Context: an optimization exercise on an open-source flow, tuned for small area and a short achievable clock period. The choices shown serve that exercise and are no tape-out recipe.
The RTL was checked by simulation tests, not by an equivalence proof against the original design.
Power and IR drop assume default switching activity.

[flow/flow/run.sh]
#!/bin/bash
export BUFFER_PORTS_ARGS="-buffer_cell sky130_fd_sc_hd__buf_2"
export CTS_ARGS="-sink_clustering_enable -repair_clock_nets -sink_clustering_size 30 -sink_clustering_max_diameter 70 -buf_list sky130_fd_sc_hd__clkbuf_16 -dont_use_dummy_load"
bash standard.sh > standard.log 2>&1
[flow/standard.sh]
#!/bin/bash
# synth_recipe.tcl (not shown) runs the flow's synth.tcl, then flattens the netlist and writes it again
# the make line also repeats each setting of config.mk as NAME=value (left out here)
make -C /OpenROAD-flow-scripts/flow DESIGN_CONFIG=/design/flow/config.mk WORK_HOME=/design/flow/orfs CLKGATE_MAP_FILE= SYNTH_SCRIPT=/design/flow/synth_recipe.tcl "${@:-finish}"
[flow/config.mk]
export PLATFORM = sky130hd
export DESIGN_NAME = cpu_top
export DESIGN_NICKNAME = cpu_top
export VERILOG_FILES = /design/flow/design.v
export SDC_FILE = /design/flow/constraint.sdc
export NUM_CORES = 4
export LEC_CHECK = 0
export CAP_MARGIN = 20
export CORE_MARGIN = 2
export CORE_UTILIZATION = 40
export CTS_BUF_LIST = sky130_fd_sc_hd__clkbuf_16
export CTS_CLUSTER_DIAMETER = 70
export CTS_CLUSTER_SIZE = 30
export SETUP_SLACK_MARGIN = 3.0
export SLEW_MARGIN = 20
[flow/constraint.sdc]
create_clock -name core_clock -period 5.5 [get_ports {clk}]
set_input_delay 1.1000 -clock core_clock [delete_from_list [all_inputs] [get_ports {clk}]]
set_output_delay 1.1000 -clock core_clock [all_outputs]
set_load 0.01 [all_outputs]
[flow/design.v]
`default_nettype none
package cpu_pkg;
   localparam int XLEN       = 32;
   localparam int REG_COUNT  = 32;
   localparam int REG_ADDR_W = 5;
   localparam int IMM_W      = 16;
   localparam logic [5:0] OP_RTYPE = 6'h00;
   localparam logic [5:0] OP_XORI  = 6'h01;
   localparam logic [5:0] OP_SUBI  = 6'h02;
   localparam logic [5:0] OP_ADDI  = 6'h03;
   localparam logic [5:0] OP_ORI   = 6'h0C;
   localparam logic [5:0] OP_ANDI  = 6'h0F;
   localparam logic [5:0] OP_LW    = 6'h1E;
   localparam logic [5:0] OP_SW    = 6'h1F;
   localparam logic [5:0] OP_BEQ   = 6'h30;
   localparam logic [5:0] OP_BNE   = 6'h31;
   localparam logic [5:0] FN_XOR = 6'h01;
   localparam logic [5:0] FN_SUB = 6'h02;
   localparam logic [5:0] FN_ADD = 6'h03;
   localparam logic [5:0] FN_OR  = 6'h04;
   localparam logic [5:0] FN_AND = 6'h07;
   localparam logic [5:0] FN_SLT = 6'h36;
   localparam logic [5:0] FN_SLE = 6'h37;
endpackage
`default_nettype wire
`timescale 1ns/100ps
`default_nettype none
module fetch_unit (
   input  logic        clk,
   input  logic        reset,
   input  logic        branch_taken,
   input  logic [29:0] branch_target,    
   output logic [31:0] imem_addr,
   input  logic [31:0] imem_data,
   input  logic        we,
   input  logic [4:0]  waddr,
   input  logic [31:0] wdata,
   output logic [31:0] rs_val,
   output logic [31:0] rt_val,
   output logic [15:0] imm,
   output logic [4:0]  dest,
   output logic        is_beq,
   output logic        is_bne,
   output logic        reg_write,
   output logic        mem_read,
   output logic        mem_write,
   output logic        use_imm,
   output logic        inv_b,        
   output logic        cin,          
   output logic        op_set,       
   output logic        op_xor,
   output logic        op_or,
   output logic        op_and,
   output logic [29:0] br_target     
);
   logic [29:0] pc;
   logic [29:0] pc_plus1;
   assign imem_addr = {pc, 2'b00};
   assign pc_plus1  = pc + 30'd1;
   always_ff @(posedge clk) begin
      if (reset)             pc <= '0;
      else if (branch_taken) pc <= branch_target;
      else                   pc <= pc_plus1;
   end
   logic [29:0] tgt_b;
   logic [30:0] tgt_c;
   logic [29:0] tgt;
   assign tgt_b = {{14{imem_data[15]}}, imem_data[15:0]};
   carry_network #(.W(30), .L(5)) u_tgt (
      .p     (pc ^ tgt_b),
      .g     (pc & tgt_b),
      .cin   (1'b1),
      .carry (tgt_c)
   );
   assign tgt = pc ^ tgt_b ^ tgt_c[29:0];
   logic [4:0]  rs, rt;
   logic [31:1] rs_sel, rt_sel;
   logic [31:0] rs_rd, rt_rd;
   logic        rs_hit, rt_hit;
   assign rs = imem_data[25:21];
   assign rt = imem_data[20:16];
   always_comb begin
      for (int i = 1; i < 32; i++) begin
         rs_sel[i] = (rs == 5'(i));
         rt_sel[i] = (rt == 5'(i));
      end
   end
   register_file u_regs (
      .clk     (clk),
      .rs_sel  (rs_sel),
      .rt_sel  (rt_sel),
      .rs_data (rs_rd),
      .rt_data (rt_rd),
      .we      (we),
      .waddr   (waddr),
      .wdata   (wdata)
   );
   assign rs_hit = we && (waddr == rs) && (rs != 5'd0);
   assign rt_hit = we && (waddr == rt) && (rt != 5'd0);
   logic [5:0] op, fn;
   logic       n_beq, n_bne, n_wr, n_lw, n_sw, n_imm, n_inv, n_cin, n_set;
   logic       n_xor, n_or, n_and;
   logic [4:0] n_dest;
   assign op = imem_data[31:26];
   assign fn = imem_data[5:0];
   always_comb begin
      n_beq  = 1'b0;
      n_bne  = 1'b0;
      n_wr   = 1'b0;
      n_lw   = 1'b0;
      n_sw   = 1'b0;
      n_imm  = 1'b0;
      n_inv  = 1'b0;
      n_cin  = 1'b0;
      n_set  = 1'b0;
      n_xor  = 1'b0;
      n_or   = 1'b0;
      n_and  = 1'b0;
      n_dest = imem_data[20:16];
      case (op)
         cpu_pkg::OP_RTYPE: begin
            n_dest = imem_data[15:11];
            n_wr   = 1'b1;
            case (fn)
               cpu_pkg::FN_XOR: n_xor = 1'b1;
               cpu_pkg::FN_SUB: begin n_inv = 1'b1; n_cin = 1'b1; end
               cpu_pkg::FN_ADD: ;
               cpu_pkg::FN_OR:  n_or  = 1'b1;
               cpu_pkg::FN_AND: n_and = 1'b1;
               cpu_pkg::FN_SLT: begin n_inv = 1'b1; n_cin = 1'b1; n_set = 1'b1; end
               cpu_pkg::FN_SLE: begin n_inv = 1'b1; n_set = 1'b1; end
               default: n_wr = 1'b0;
            endcase
         end
         cpu_pkg::OP_XORI: begin n_wr = 1'b1; n_imm = 1'b1; n_xor = 1'b1; end
         cpu_pkg::OP_SUBI: begin n_wr = 1'b1; n_imm = 1'b1; n_inv = 1'b1; n_cin = 1'b1; end
         cpu_pkg::OP_ADDI: begin n_wr = 1'b1; n_imm = 1'b1; end
         cpu_pkg::OP_ORI:  begin n_wr = 1'b1; n_imm = 1'b1; n_or  = 1'b1; end
         cpu_pkg::OP_ANDI: begin n_wr = 1'b1; n_imm = 1'b1; n_and = 1'b1; end
         cpu_pkg::OP_LW:   begin n_wr = 1'b1; n_imm = 1'b1; n_lw = 1'b1; end
         cpu_pkg::OP_SW:   begin n_imm = 1'b1; n_sw = 1'b1; end
         cpu_pkg::OP_BEQ:  n_beq = 1'b1;
         cpu_pkg::OP_BNE:  n_bne = 1'b1;
         default: ;
      endcase
   end
   always_ff @(posedge clk) begin
      br_target   <= tgt;
      rs_val      <= rs_hit ? wdata : rs_rd;
      rt_val      <= rt_hit ? wdata : rt_rd;
      imm         <= imem_data[15:0];
      dest        <= n_dest;
      use_imm     <= n_imm;
      inv_b       <= n_inv;
      cin         <= n_cin;
      op_set      <= n_set;
      op_xor      <= n_xor;
      op_or       <= n_or;
      op_and      <= n_and;
      if (reset) begin
         is_beq    <= 1'b0;
         is_bne    <= 1'b0;
         reg_write <= 1'b0;
         mem_read  <= 1'b0;
         mem_write <= 1'b0;
      end else begin
         is_beq    <= n_beq;
         is_bne    <= n_bne;
         reg_write <= n_wr;
         mem_read  <= n_lw;
         mem_write <= n_sw;
      end
   end
endmodule
`default_nettype wire
`timescale 1ns/100ps
`default_nettype none
module register_file (
   input  logic        clk,
   input  logic [31:1] rs_sel,
   input  logic [31:1] rt_sel,
   output logic [31:0] rs_data,
   output logic [31:0] rt_data,
   input  logic        we,
   input  logic [4:0]  waddr,
   input  logic [31:0] wdata
);
   logic [31:0] regs [1:31];
   always_ff @(posedge clk) begin
      for (int i = 1; i < 32; i++) begin
         if (we && waddr == 5'(i)) regs[i] <= wdata;
      end
   end
   always_comb begin
      rs_data = '0;
      rt_data = '0;
      for (int i = 1; i < 32; i++) begin
         rs_data = rs_data | (regs[i] & {32{rs_sel[i]}});
         rt_data = rt_data | (regs[i] & {32{rt_sel[i]}});
      end
   end
endmodule
`default_nettype wire
`timescale 1ns/100ps
`default_nettype none
module decode_stage (
   input  logic        clk,
   input  logic        reset,
   input  logic [31:0] rs_data,
   input  logic [31:0] rt_data,
   input  logic [15:0] imm,
   input  logic [4:0]  dest,
   input  logic        is_beq,
   input  logic        is_bne,
   input  logic        reg_write,
   input  logic        mem_read,
   input  logic        mem_write,
   input  logic        use_imm,
   input  logic        inv_b,
   input  logic        cin,
   input  logic        op_set,
   input  logic        op_xor,
   input  logic        op_or,
   input  logic        op_and,
   input  logic [29:0] br_target,
   output logic        branch_taken,
   output logic [29:0] branch_target,
   output logic [31:0] ex_p,       
   output logic [31:0] ex_g,       
   output logic        ex_g0c,     
   output logic [7:0]  ex_gg,      
   output logic [7:0]  ex_gp,      
   output logic [31:0] ex_store,   
   output logic        ex_cin,
   output logic        ex_set,
   output logic        ex_xor,
   output logic        ex_or,
   output logic        ex_and,
   output logic [4:0]  ex_dest,
   output logic        ex_reg_write,
   output logic        ex_mem_read,
   output logic        ex_mem_write
);
   logic [31:0] op_b;
   assign op_b = (use_imm ? {{16{imm[15]}}, imm} : rt_data) ^ {32{inv_b}};
   logic [31:0] p, g, gc;
   logic [7:0]  grp_g, grp_p;
   assign p  = rs_data ^ op_b;
   assign g  = rs_data & op_b;
   assign gc = {g[31:1], g[0] | (p[0] & cin)};
   always_comb begin
      for (int k = 0; k < 8; k++) begin
         grp_g[k] = gc[4*k+3] | (p[4*k+3] & gc[4*k+2]) | (p[4*k+3] & p[4*k+2] & gc[4*k+1]) |
                    (p[4*k+3] & p[4*k+2] & p[4*k+1] & gc[4*k]);
         grp_p[k] = &p[4*k+:4];
      end
   end
   logic eq;
   assign eq            = (rs_data == rt_data);
   assign branch_taken  = (is_beq & eq) | (is_bne & ~eq);
   assign branch_target = br_target;
   always_ff @(posedge clk) begin
      ex_p       <= p;
      ex_g       <= g;
      ex_g0c     <= gc[0];
      ex_gg      <= grp_g;
      ex_gp      <= grp_p;
      ex_store   <= rt_data;
      ex_cin     <= cin;
      ex_set     <= op_set;
      ex_xor     <= op_xor;
      ex_or      <= op_or;
      ex_and     <= op_and;
      ex_dest    <= dest;
      if (reset) begin
         ex_reg_write <= 1'b0;
         ex_mem_read  <= 1'b0;
         ex_mem_write <= 1'b0;
      end else begin
         ex_reg_write <= reg_write;
         ex_mem_read  <= mem_read;
         ex_mem_write <= mem_write;
      end
   end
endmodule
`default_nettype wire
`timescale 1ns/100ps
`default_nettype none
module execute_stage (
   input  logic        clk,
   input  logic        reset,
   input  logic [31:0] p_in,
   input  logic [31:0] g_in,
   input  logic        g0c,
   input  logic [7:0]  grp_g,
   input  logic [7:0]  grp_p,
   input  logic [31:0] store,
   input  logic        cin,
   input  logic        op_set,
   input  logic        op_xor,
   input  logic        op_or,
   input  logic        op_and,
   input  logic [4:0]  dest,
   input  logic        reg_write,
   input  logic        mem_read,
   input  logic        mem_write,
   output logic [31:0] m_result,
   output logic [31:0] m_store,
   output logic [4:0]  m_dest,
   output logic        m_reg_write,
   output logic        m_mem_read,
   output logic        m_mem_write,
   output logic        m_load_sel     
);
   logic [32:0] sum;
   logic [31:0] result;
   logic [8:0]  gc_in;      
   logic [31:0] c;          
   logic [31:0] gx;
   carry_network #(.W(8), .L(3)) u_carry (
      .p     (grp_p),
      .g     (grp_g),
      .cin   (1'b0),
      .carry (gc_in)
   );
   assign gx = {g_in[31:1], g0c};
   always_comb begin
      for (int k = 0; k < 8; k++) begin
         c[4*k]   = gc_in[k];
         c[4*k+1] = gx[4*k] | (p_in[4*k] & gc_in[k]);
         c[4*k+2] = gx[4*k+1] | (p_in[4*k+1] & gx[4*k]) | (p_in[4*k+1] & p_in[4*k] & gc_in[k]);
         c[4*k+3] = gx[4*k+2] | (p_in[4*k+2] & gx[4*k+1]) | (p_in[4*k+2] & p_in[4*k+1] & gx[4*k]) |
                    (p_in[4*k+2] & p_in[4*k+1] & p_in[4*k] & gc_in[k]);
      end
      c[0] = cin;
      c[1] = g0c;
      c[2] = g_in[1] | (p_in[1] & g0c);
      c[3] = g_in[2] | (p_in[2] & g_in[1]) | (p_in[2] & p_in[1] & g0c);
   end
   assign sum = {gc_in[8], p_in ^ c};
   always_comb begin
      if (op_xor)      result = p_in;
      else if (op_or)  result = p_in | g_in;
      else if (op_and) result = g_in;
      else if (op_set) result = {31'd0, ~sum[32]};
      else             result = sum[31:0];
   end
   always_ff @(posedge clk) begin
      m_result <= result;
      m_store  <= store;
      m_dest   <= dest;
      m_load_sel <= mem_read;
      if (reset) begin
         m_reg_write <= 1'b0;
         m_mem_read  <= 1'b0;
         m_mem_write <= 1'b0;
      end else begin
         m_reg_write <= reg_write;
         m_mem_read  <= mem_read;
         m_mem_write <= mem_write;
      end
   end
endmodule
module carry_network #(
   parameter int W = 32,
   parameter int L = 6     
) (
   input  logic [W-1:0] p,
   input  logic [W-1:0] g,
   input  logic         cin,
   output logic [W:0]   carry
);
   logic [W:0] gg [0:L];
   logic [W:0] pp [0:L];
   always_comb begin
      gg[0] = {g, cin};
      pp[0] = {p, 1'b0};
      for (int l = 0; l < L; l++) begin
         for (int i = 0; i <= W; i++) begin
            if (i >= (1 << l)) begin
               gg[l+1][i] = gg[l][i] | (pp[l][i] & gg[l][i - (1 << l)]);
               pp[l+1][i] = pp[l][i] & pp[l][i - (1 << l)];
            end else begin
               gg[l+1][i] = gg[l][i];
               pp[l+1][i] = pp[l][i];
            end
         end
      end
   end
   assign carry = gg[L];
endmodule
`default_nettype wire
`timescale 1ns/100ps
`default_nettype none
module result_stage (
   input  logic        reset,
   input  logic [31:0] m_result,
   input  logic [31:0] m_store,
   input  logic        m_reg_write,
   input  logic        m_mem_read,
   input  logic        m_mem_write,
   input  logic        m_load_sel,
   output logic [31:0] mem_addr,
   output logic [31:0] mem_wdata,
   output logic        mem_write,
   output logic        mem_read,
   input  logic [31:0] mem_rdata,
   output logic        we,
   output logic [31:0] wdata
);
   assign mem_addr  = m_result;
   assign mem_wdata = m_store;
   assign mem_write = m_mem_write;
   assign mem_read  = m_mem_read;
   assign we    = m_reg_write & ~reset;
   assign wdata = m_load_sel ? mem_rdata : m_result;
endmodule
`default_nettype wire
`timescale 1ns/100ps
`default_nettype none
module cpu_top (
   input  logic        clk,
   input  logic        reset,
   output logic [31:0] imem_addr,
   input  logic [31:0] imem_data,
   output logic [31:0] mem_addr,
   output logic [31:0] mem_wdata,
   output logic        mem_write,
   output logic        mem_read,
   input  logic [31:0] mem_rdata
);
   logic [31:0] rs_val, rt_val;
   logic [15:0] d_imm;
   logic [4:0]  d_dest;
   logic        d_beq, d_bne, d_wr, d_lw, d_sw, d_use_imm, d_inv, d_cin;
   logic        d_set, d_xor, d_or, d_and;
   logic [29:0] br_target, branch_target;
   logic        branch_taken;
   logic [31:0] e_p, e_g;
   logic        e_g0c;
   logic [7:0]  e_gg, e_gp;
   logic [31:0] e_store;
   logic        e_cin, e_set, e_xor, e_or, e_and;
   logic [4:0]  e_dest;
   logic        e_wr, e_lw, e_sw;
   logic [31:0] m_result, m_store;
   logic [4:0]  m_dest;
   logic        m_wr, m_lw, m_sw, m_load_sel;
   logic        we;
   logic [31:0] wdata;
   fetch_unit u_fetch (
      .clk           (clk),
      .reset         (reset),
      .branch_taken  (branch_taken),
      .branch_target (branch_target),
      .imem_addr     (imem_addr),
      .imem_data     (imem_data),
      .we            (we),
      .waddr         (m_dest),
      .wdata         (wdata),
      .rs_val        (rs_val),
      .rt_val        (rt_val),
      .imm           (d_imm),
      .dest          (d_dest),
      .is_beq        (d_beq),
      .is_bne        (d_bne),
      .reg_write     (d_wr),
      .mem_read      (d_lw),
      .mem_write     (d_sw),
      .use_imm       (d_use_imm),
      .inv_b         (d_inv),
      .cin           (d_cin),
      .op_set        (d_set),
      .op_xor        (d_xor),
      .op_or         (d_or),
      .op_and        (d_and),
      .br_target     (br_target)
   );
   decode_stage u_decode (
      .clk           (clk),
      .reset         (reset),
      .rs_data       (rs_val),
      .rt_data       (rt_val),
      .imm           (d_imm),
      .dest          (d_dest),
      .is_beq        (d_beq),
      .is_bne        (d_bne),
      .reg_write     (d_wr),
      .mem_read      (d_lw),
      .mem_write     (d_sw),
      .use_imm       (d_use_imm),
      .inv_b         (d_inv),
      .cin           (d_cin),
      .op_set        (d_set),
      .op_xor        (d_xor),
      .op_or         (d_or),
      .op_and        (d_and),
      .br_target     (br_target),
      .branch_taken  (branch_taken),
      .branch_target (branch_target),
      .ex_p          (e_p),
      .ex_g          (e_g),
      .ex_g0c        (e_g0c),
      .ex_gg         (e_gg),
      .ex_gp         (e_gp),
      .ex_store      (e_store),
      .ex_cin        (e_cin),
      .ex_set        (e_set),
      .ex_xor        (e_xor),
      .ex_or         (e_or),
      .ex_and        (e_and),
      .ex_dest       (e_dest),
      .ex_reg_write  (e_wr),
      .ex_mem_read   (e_lw),
      .ex_mem_write  (e_sw)
   );
   execute_stage u_execute (
      .clk         (clk),
      .reset       (reset),
      .p_in        (e_p),
      .g_in        (e_g),
      .g0c         (e_g0c),
      .grp_g       (e_gg),
      .grp_p       (e_gp),
      .store       (e_store),
      .cin         (e_cin),
      .op_set      (e_set),
      .op_xor      (e_xor),
      .op_or       (e_or),
      .op_and      (e_and),
      .dest        (e_dest),
      .reg_write   (e_wr),
      .mem_read    (e_lw),
      .mem_write   (e_sw),
      .m_result    (m_result),
      .m_store     (m_store),
      .m_dest      (m_dest),
      .m_reg_write (m_wr),
      .m_mem_read  (m_lw),
      .m_mem_write (m_sw),
      .m_load_sel  (m_load_sel)
   );
   result_stage u_result (
      .reset       (reset),
      .m_result    (m_result),
      .m_store     (m_store),
      .m_reg_write (m_wr),
      .m_mem_read  (m_lw),
      .m_mem_write (m_sw),
      .m_load_sel  (m_load_sel),
      .mem_addr    (mem_addr),
      .mem_wdata   (mem_wdata),
      .mem_write   (mem_write),
      .mem_read    (mem_read),
      .mem_rdata   (mem_rdata),
      .we          (we),
      .wdata       (wdata)
   );
endmodule
`default_nettype wire
==> reports/results.tsv <==
stage	metric	value	unit
final_layout	nFillCells	11800	
critical_path	crit_path_max_fanout	12	
clocking	root_buffer	clkbuf_16	
critical_path	startpoint	imem_data[16]	
routing	drc	0	
logic_synthesis	ys_ff_latch	1347	
routing	drtAntennaViolNets	0	
place	dp_cells	6137	
critical_path	r2r-start	u_execute.m_load_sel	
logic_synthesis	yosys_warnings	11	
clocking	cts_hold_buf	0	
job	maxCapViolations	0	
global_route	track_usage	36.5	%
logic_synthesis	ys_types	78	
global_route	grt_pass1_vias	42900	
global_route	grt_overflow_total	0	
sta	rsz0062_at_grt	true	
sta	clock_skew	0.0674	ns
routing	num_vias	46900	
logic_synthesis	synthCells	4279	
global_route	grt.met3_usage	17.1	%
logic_synthesis	syn_area	55600	µm²
routing	wl_per_cell	41.8	µm
logic_synthesis	synth_edf_count	992	
hold_path	hp-start	u_decode.ex_dest[2]	
place	gp_congestion	0.982	
clocking	clock_sinks	1347	
logic_synthesis	yosysSeqAreaShare	66.4	%
floorplanning	start_util	40.4	%
logic_synthesis	syn_area_per_cell	13.0	µm²
sta	hold_violations	0	
place	io_buffers	161	
floorplanning	ios	164	
sta	slew_headroom	25.5	%
sta	min_period	2.63	ns
global_route	grt_max_degree	41	
logic_synthesis	yosys_most_used_dff	edfxtp_1	
routing	routed_via_density	7.24	
sta	layout_worst_path_cycle_share	47.9	%
global_route	gr-usage-met2	52.8	%
place	dpl.hpwl	154000	µm
clocking	cts.path.max_buffers	3	
pwr	p_leak	22.9	nW
global_route	grt_busiest_layer	met2	
sta	maxSlewViolCount	0	
floorplanning	core.rowCount	136	
floorplanning	core_area	138000	µm²
floorplanning	dieHeight	377	µm
final_layout	finalNonFillerCells	6480	
critical_path	worst-setup-path-type	input pin to flop	
routing	wirelength	271000	µm
clocking	cts_tree	done	
global_route	grt_pass1_wl	356000	µm
pwr	peakVddDrop	0.000239	V
clocking	clock_latency	0.73	ns
sta	tns	0	ns
critical_path	endpoint_kind	flop	
floorplanning	dieWidth	377	µm
critical_path	cp.required	6.08	ns
final_layout	seq_area	37000	µm²
critical_path	cp.arrival	3.21	ns
hold_path	hp-class	flop to flop	
final_layout	final_common_cell	edfxtp_1	
floorplanning	dieArea	142000	µm²
global_route	grtUsageMet1	43.7	%
global_route	antenna_found_initial	13	
clocking	cts_buffers	70	
final_layout	layout_common_cells	edfxtp_1 (992), a22oi_1 (835), dfxtp_1 (312)	
sta	tightestPinTransition	1.12	ns
final_layout	drive_gt1_share	21.2	%
final_layout	syn2layout_area_growth	18.9	%
pwr	power.density	337	nW/µm²
outcome	outcome	timing/DRC/antenna clean	
clocking	clk_pin_slew_worst_paths	0.08	ns
sta	final-setup-viol-count	0	
final_layout	nets	4811	
routing	dr.pass1.iters	14	
logic_synthesis	async_flop_share	0	%
routing	drtIter0Drc	11800	
clocking	htree_num_levels	3	
final_layout	multiInputGateArea	19100	µm²
final_layout	final_util	48.0	%
sta	max_freq	380	MHz
critical_path	startpoint_type	input pin	
metal layers:
layer / part of all wire (%) / vias up
li1: - / 17700
met1: 32 / 22500
met2: 41 / 5221
met3: 18 / 1530
met4: 8.7 / 12
met5: 0.073 / -
registers in the layout, summed over array words and instances, names as in the netlist, 5 cells and up:
| name | count |
|---|---|
| u_fetch.rs_val | 32 |
| u_execute.m_result | 32 |
| u_decode.ex_dest | 5 |
| u_decode.ex_gg | 8 |
| u_decode.ex_gp | 7 |
| u_decode.ex_g | 32 |
| u_fetch.u_regs.regs | 992 |
| u_decode.ex_p | 32 |
| u_execute.m_store | 32 |
| u_fetch.imm | 16 |
| u_fetch.br_target | 30 |
| u_fetch.rt_val | 32 |
| u_fetch.pc | 30 |
| u_decode.ex_store | 32 |
| u_fetch.dest | 5 |
| u_execute.m_dest | 5 |
cell usage after synthesis (5+ instances only):
master	number	area share (%)
a21oi_1	168	1.5
a221oi_1	27	0.43
nand3_1	95	0.86
nor2b_1	24	0.27
and2_1	6	0.068
nor3_2	9	0.16
nor4_1	52	0.59
or3b_1	5	0.079
o21ai_0	37	0.33
nand2_1	298	2.0
a31oi_1	15	0.17
o21bai_1	6	0.081
a211oi_1	33	0.45
inv_1	55	0.37
ha_1	71	1.6
xnor2_1	77	1.2
and4_1	10	0.16
a21o_1	18	0.24
nor2_1	217	1.5
xor2_1	69	1.1
a22oi_1	896	12
nand4_1	88	0.99
nand3b_1	8	0.11
buf_4	21	0.28
buf_2	95	0.86
edfxtp_1	992	54
dfxtp_1	355	13
and3_1	63	0.71
clkbuf_1	151	1.0
mux2i_1	56	1.0
nand2b_1	52	0.59
nor3_1	69	0.62
a222oi_1	51	0.92
or3_1	7	0.079
power by group:
group          internal, mW  switching, mW  total (mW)
combinational          1.05           2.74        3.80
clock                  2.28           3.23        5.51
sequential             12.5          0.504        13.0
logic make-up (layout without fill, tap and decap cells):
logic type,count (synthesis),in the layout,share of synthesized area (%)
simple gates,1034,1037,9.21
mux,58,58,1.05
xor+xnor,146,146,2.30
fa+ha+maj,71,71,1.60
flops,1347,1347,66.4
compound gates,1294,1294,16.9
other cells,1,16,0.00674
buf+inv,328,717,2.57
final timing paths:
path / end / slack [ns] / cells after the start
max reg2reg: u_fetch.u_regs.regs[2][14] / 2.93 / 2
min reg2reg: u_execute.m_dest[2] / 0.31 / 0
min: u_execute.m_dest[2] / 0.31 / 0
max: u_fetch.rt_val[11] / 2.87 / 12
worst max-delay path: stages:
cell and delay (ns):
buf_12 0.12, nand2b_4 0.24, buf_6 0.13, buf_12 0.09
nor2_4 0.06, buf_4 0.17, buf_12 0.16, a22oi_1 0.32
nand2_1 0.12, nor4_1 0.41, and3_1 0.22, a21oi_1 0.04
what timing repair did:
| item | 4_1_cts | 5_1_grt |
|---|---|---|
| pin swaps | 76 | 40 |
| setup endpoints to repair | 1317 | 428 |
| gates cloned | 7 | 9 |
| resized for setup | 187 | 131 |
| endpoints found under the hold margin | 0 | 0 |
| setup buffers | 179 | 64 |
per-stage QoR:
step | worst slack [ns] | power, mW | hold slack [ns] | cell area [µm²]
floorplan | 2.62 | 14.7 | 0.310 | 57300
finish | 2.87 | 22.3 | 0.313 | 66100
global placement | 1.25 | 16.4 | 0.310 | 60400
detailed placement | 1.27 | 16.5 | 0.312 | 60400
global route | 2.91 | 22.8 | 0.325 | 66100
CTS | 2.98 | 21.9 | 0.310 | 64700
final cells by class:
class	instances	share of cell area, %
flip-flops and latches	1347	55.9
multi-input cells	2608	28.9
repair buffers	580	8.62
well taps	1794	3.40
clock buffers	70	2.65
inverters	57	0.394
repair inverters	10	0.102
diodes	14	0.0530

-- static timing again, ports no longer ideal --
How much do the figures lean on ideal ports? The routed layout below was timed once more, with nothing changed but the port constraints.
Step 1 (the two cells are an assumption about what drives the block):
set clk [get_ports {clk}]
set_driving_cell -lib_cell sky130_fd_sc_hd__clkbuf_16 $clk
set_driving_cell -lib_cell sky130_fd_sc_hd__buf_2 [delete_from_list [all_inputs] $clk]
Step 2, shift: input delay + t, output delay - t, t = (earliest + latest rising clock arrival at the registers) / 2. This alone moves slack from input paths to output paths.
Three values: ideal, step 1, step 2; two values: the first two.
t (ns): 0.789
slack for setup (ns): 2.868 / 2.878 / 2.089
hold slack, ns: 0.313 / 0.313 / 0.313
After both steps setup and hold are still met in this run. The setup slack of this run moves by +0.010 ns with the drivers and by -0.779 ns with both steps.
